This design comes from an exercise in tuning for small area, a short achievable clock period and few clock cycles on the open sky130 flow, not from production work.
RTL that was checked went through simulation tests only; none was proved equivalent to the original.
Power is estimated from default activity; no workload was simulated.

// disk_seek_scheduler
module disk_seek_scheduler #(
  parameter int unsigned MAX_REQUESTS = 16
) (
  input  wire logic             clk_i,
  input  wire logic             rst_ni,
  input  wire logic             start_i,
  input  wire logic [16:0]      req_i,
  output logic                  busy_o,
  output logic                  move_valid_o,
  output logic [69:0]           move_o,
  input  wire logic             cfg_we_i,
  input  wire logic             cfg_idx_i,
  input  wire logic [15:0]      cfg_data_i
);
  localparam int NS = dss_pkg::NSlots;    
  localparam int QD = dss_pkg::QDepth;    
  function automatic logic lt16(input logic [15:0] a, input logic [15:0] b);
    logic [15:0] g1, p1;
    logic [7:0]  g2, p2;
    logic [3:0]  g3, p3;
    logic [1:0]  g4, p4;
    g1 = ~a & b; p1 = ~a | b;
    for (int k = 0; k < 8; k++) begin
      g2[k] = g1[2*k+1] | (p1[2*k+1] & g1[2*k]); p2[k] = p1[2*k+1] & p1[2*k];
    end
    for (int k = 0; k < 4; k++) begin
      g3[k] = g2[2*k+1] | (p2[2*k+1] & g2[2*k]); p3[k] = p2[2*k+1] & p2[2*k];
    end
    for (int k = 0; k < 2; k++) begin
      g4[k] = g3[2*k+1] | (p3[2*k+1] & g3[2*k]); p4[k] = p3[2*k+1] & p3[2*k];
    end
    lt16 = g4[1] | (p4[1] & g4[0]);
  endfunction
  logic [1:0]  pol_q, pol_d;
  logic [15:0] st_q, st_d;
  always_comb begin
    pol_d = pol_q; st_d = st_q;
    if (cfg_we_i) begin
      if (!cfg_idx_i) pol_d = cfg_data_i[1:0];
      else            st_d  = cfg_data_i;
    end
  end
  always_ff @(posedge clk_i or negedge rst_ni) begin
    if (!rst_ni) begin pol_q <= 2'd0; st_q <= 16'd0; end
    else begin pol_q <= pol_d; st_q <= st_d; end
  end
  logic          s1v_q, s1l_q, s1r_q;
  logic [15:0]   s1w_q;
  logic [3:0]    s1a_q;
  logic [NS-1:0] lt_q, xs, avd;      
  logic          s2v_q, s2l_q, s2r_q;
  logic [15:0]   s2w_q;
  ...
clock: 7.0 ns
lec_check: 0
cap_margin: 20
cell_pad_in_sites_detail_placement: 1
core_margin: 2
core_utilization: 40
cts_buf_list: sky130_fd_sc_hd__clkbuf_4 sky130_fd_sc_hd__clkbuf_8
cts_cluster_size: 30
setup_slack_margin: 3.6
slew_margin: 20
run.sh (not shown) runs the stock make flow with config.mk's settings and CLKGATE_MAP_FILE= SYNTH_SCRIPT=/design/flow/synth_recipe.tcl, a recipe that flattens the netlist after the stock synthesis.
The starting point completed without violations.
Testbench counts at the start, summed over its fixed seeds: cycles 3,685.
Change:
--- a/flow/config.mk
+++ b/flow/config.mk
@@ -10,6 +10,7 @@
 export CORE_MARGIN = 2
 export CORE_UTILIZATION = 40
-export CTS_BUF_LIST = sky130_fd_sc_hd__clkbuf_4 sky130_fd_sc_hd__clkbuf_8
-export CTS_CLUSTER_SIZE = 30
-export SETUP_SLACK_MARGIN = 3.6
+export CTS_BUF_LIST = sky130_fd_sc_hd__clkbuf_8 sky130_fd_sc_hd__clkbuf_16
+export CTS_CLUSTER_DIAMETER = 100
+export CTS_CLUSTER_SIZE = 20
+export SETUP_SLACK_MARGIN = 4.0
 export SLEW_MARGIN = 20
The new run ran to the end with no violations.
Wire length rises by 8.1%.
Setup slack is better by 180 ps.
Non-clock buffer count rises by 111.
Worst hold slack is worse by 7.6 ps.
Power rises by 2.5%.
Sequential share of layout area falls by 0.74 points.
Cell count falls by 0.32%.
Clock-buffer cell count falls by 129.
Change:
--- a/flow/config.mk
+++ b/flow/config.mk
@@ -13,4 +13,4 @@
 export CTS_CLUSTER_DIAMETER = 100
 export CTS_CLUSTER_SIZE = 20
-export SETUP_SLACK_MARGIN = 4.0
+export SETUP_SLACK_MARGIN = 3.8
 export SLEW_MARGIN = 20
Core utilization is lower by 1.7 points.
Worst hold slack improves by 13 ps.
Via count came out lower by 4.1%.
Count of clock-buffer cells in the layout stays the same.
Flip-flop and latch count is unchanged.
Non-clock buffer count is lower by 83.
Synthesized area is unchanged.
Worst setup slack gets worse by 110 ps.
Synthesized cell count stays the same.
Change:
--- a/flow/config.mk
+++ b/flow/config.mk
@@ -13,4 +13,4 @@
 export CTS_CLUSTER_DIAMETER = 100
 export CTS_CLUSTER_SIZE = 20
-export SETUP_SLACK_MARGIN = 3.8
+export SETUP_SLACK_MARGIN = 3.6
 export SLEW_MARGIN = 20
Result:
- design area shrinks slightly
- via count shrinks slightly
- utilization shrinks by 0.78 points
- setup slack got worse by 56 ps
- total power shrinks by a few percent
- count of clock-buffer cells in the layout is unchanged

P:
disk_seek_scheduler, a different RTL version from the one above (not shown whole).
Size in the first run: roughly 3,500 cells after synthesis, ~710 flip-flops, ~37,000 sq um of cells after synthesis.
==> flow/config.mk <==
export PLATFORM = sky130hd
export DESIGN_NAME = disk_seek_scheduler
export DESIGN_NICKNAME = disk_seek_scheduler
export VERILOG_FILES = /design/flow/design.v
export SDC_FILE = /design/flow/constraint.sdc
export NUM_CORES = 4
export LEC_CHECK = 0
export CAP_MARGIN = 20
export CELL_PAD_IN_SITES_DETAIL_PLACEMENT = 1
export CORE_MARGIN = 2
export CORE_UTILIZATION = 40
export CTS_BUF_LIST = sky130_fd_sc_hd__clkbuf_8 sky130_fd_sc_hd__clkbuf_16
export CTS_CLUSTER_DIAMETER = 100
export CTS_CLUSTER_SIZE = 20
export SETUP_SLACK_MARGIN = 3.6
export SLEW_MARGIN = 20
==> flow/constraint.sdc <==
create_clock -name core_clock -period 7.0 [get_ports {clk_i}]
set_input_delay 1.4000 -clock core_clock [delete_from_list [all_inputs] [get_ports {clk_i}]]
set_output_delay 1.4000 -clock core_clock [all_outputs]
set_load 0.01 [all_outputs]
P went all the way through the flow, and no timing, DRC or antenna check failed.
Testbench counts of P, summed over its fixed seeds: cycles 3,685.
For Q, these inputs were changed with respect to P:
- CTS_CLUSTER_DIAMETER: 100 -> unset
- CTS_BUF_LIST: sky130_fd_sc_hd__clkbuf_8 sky130_fd_sc_hd__clkbuf_16 -> unset
- CTS_CLUSTER_SIZE: 20 -> unset
Notes after the runs:
Switching power: P and Q compared, higher one is Q. Storage element area: P vs Q identical. Taking P as the reference point, the global-route usage of Q rises by 0.56 points. Status: worst setup slack parity (P, Q).
The inputs of R differ from those of Q as listed below.
- SETUP_SLACK_MARGIN now 4.0, was 3.6
Results
Peak ir drop on the vdd network: R vs Q down about 15%
Going from Q to R, fraction of the cycle the final worst path needs now sits lower, total negative slack for setup checks now sits at about the same level.
The cell area after layout of R was inferior to that of Q.
Between Q and R, the flow reports inverter count of the layout excluding clock inverters decreasing slightly.
Comparing Q and R, the higher via count was measured on R.
R: pin slew with the least headroom to its limit 0.12 ns below Q

RTL: one of the versions met above, not the one the previous note started from.
Size in the first run: roughly 3300 cells after synthesis, roughly 700 flip-flops, roughly 110 I/O pins, about 37000 um2 of cells after synthesis.
export LEC_CHECK = 0
export CAP_MARGIN = 20
export CELL_PAD_IN_SITES_DETAIL_PLACEMENT = 1
export CORE_MARGIN = 2
export CORE_UTILIZATION = 40
export CTS_BUF_LIST = sky130_fd_sc_hd__clkbuf_8 sky130_fd_sc_hd__clkbuf_16
export CTS_CLUSTER_DIAMETER = 100
export CTS_CLUSTER_SIZE = 20
export SETUP_SLACK_MARGIN = 3.4
export SLEW_MARGIN = 20
create_clock -name core_clock -period 7.0 [get_ports {clk_i}]
Testbench counts at the start, summed over its fixed seeds: cycles 3,685.
Then changed:
CORE_UTILIZATION = 50   (was 40)
SETUP_SLACK_MARGIN = 3.6   (was 3.4)
=> Hold slack improves by 0.0045 ns. Flip-flop and latch count stays the same. Sequential power came out higher by about 1%. Area after synthesis is unchanged. Cell count went down by 3.9%. Count of clock-buffer cells in the layout went down by 2. Cell area went up by 1.2%.
Then changed:
CORE_UTILIZATION = 40   (was 50)
CTS_BUF_LIST = not set   (was sky130_fd_sc_hd__clkbuf_8 sky130_fd_sc_hd__clkbuf_16)
CTS_CLUSTER_DIAMETER = not set   (was 100)
CTS_CLUSTER_SIZE = not set   (was 20)
SETUP_SLACK_MARGIN = 3.2   (was 3.6)
Effect: Synthesized cell count does not change. Wire length came out lower by 8.6%. Worst setup slack got worse by 0.29 ns. Flip-flop and latch count is unchanged. Worst hold slack is worse by 0.0075 ns. Die area went up by 25%.

Setup of run B:
disk_seek_scheduler, a different RTL version from the one above (not shown whole).
Size in the first run: about 3400 cells after synthesis, ~110 I/O pins, about 36000 sq um of cells after synthesis.
clock: 7.0 ns
lec_check: 0
cap_margin: 20
cell_pad_in_sites_detail_placement: 1
core_margin: 2
core_utilization: 40
setup_slack_margin: 4.0
slew_margin: 20
Run B reached the end of the flow, and the finished layout is clean on the timing, DRC and antenna checks.
The inputs of run C differ from those of run B as listed below.
- swapping 4.0 for 3.2 in SETUP_SLACK_MARGIN
## What came out
Actual slew at the worst max-slew pin, run B and run C, higher one = run C.
Reported for run B and run C, mux contribution to synthesized area turned out identical to the last digit.
When run C is measured against run B, its total routed wire length on the met1 layer turns out 5.4% lower.
Run C vs. run B: power went down by 0.0026 W.
Looking at core utilization, run C sits 4.2 points lower than run B does.
Run C falls short of run B in post-layout worst setup margin.
Taking run B as the reference point, the data arrival time at the worst-slack endpoint of run C rises by 420 ps.
Summary of run C over run B: worst-case reg-to-reg path depth now sits higher; number of buffers outside the clock class in the layout now sits lower.
No run of this note included a check of the RTL's function; only the layout flow was run.

re-timing with driven ports:
How much do the figures lean on ideal ports? The routed layouts below were timed once more, with nothing changed but the port constraints.
Step 1: set_driving_cell puts a clkbuf_16 on clk_i and a buf_2 on each other input, an assumption about the parent block.
Step 2 moves the port delays by t, midway between the first and last clock arrival at a register: inputs arrive t later, outputs are due t later. That takes back most of the time a late clock gives input paths.
a / b / c = no drivers / after step 1 / after step 2; a / b = the first two.
run	t, ns	slack for setup (ns)	clock arrival spread, ns	worst register clock-pin slew, ns
the first run of note 1	0.834	3.586 / 3.586 / 2.903	0.043 / 0.043	0.07 / 0.07
the second run of note 1	0.686	3.765 / 3.765 / 3.193	0.038 / 0.038	0.10 / 0.10
the third run of note 1	0.701	3.653 / 3.659 / 2.987	0.030 / 0.030	0.10 / 0.10
the fourth run of note 1	0.699	3.597 / 3.605 / 2.935	0.027 / 0.027	0.10 / 0.10
P	0.697	3.576 / 3.576 / 2.966	0.038 / 0.038	0.10 / 0.10
Q	0.718	3.578 / 3.578 / 3.004	0.036 / 0.037	0.07 / 0.07
R	0.714	3.763 / 3.763 / 3.137	0.037 / 0.037	0.07 / 0.07
the first run of note 3	0.693	3.470 / 3.470 / 2.844	0.034 / 0.034	0.10 / 0.10
the second run of note 3	0.669	3.607 / 3.607 / 3.011	0.025 / 0.025	0.10 / 0.10
the third run of note 3	0.713	3.320 / 3.355 / 2.652	0.051 / 0.051	0.07 / 0.07
run B	0.716	3.726 / 3.726 / 3.346	0.021 / 0.021	0.07 / 0.07
run C	0.707	3.299 / 3.299 / 2.863	0.027 / 0.028	0.07 / 0.07
After both steps setup and hold are still met in every run listed. For the first run of note 1, which loses most, drivers alone change the setup slack by 0.000 ns; drivers and shift together by -0.683 ns.
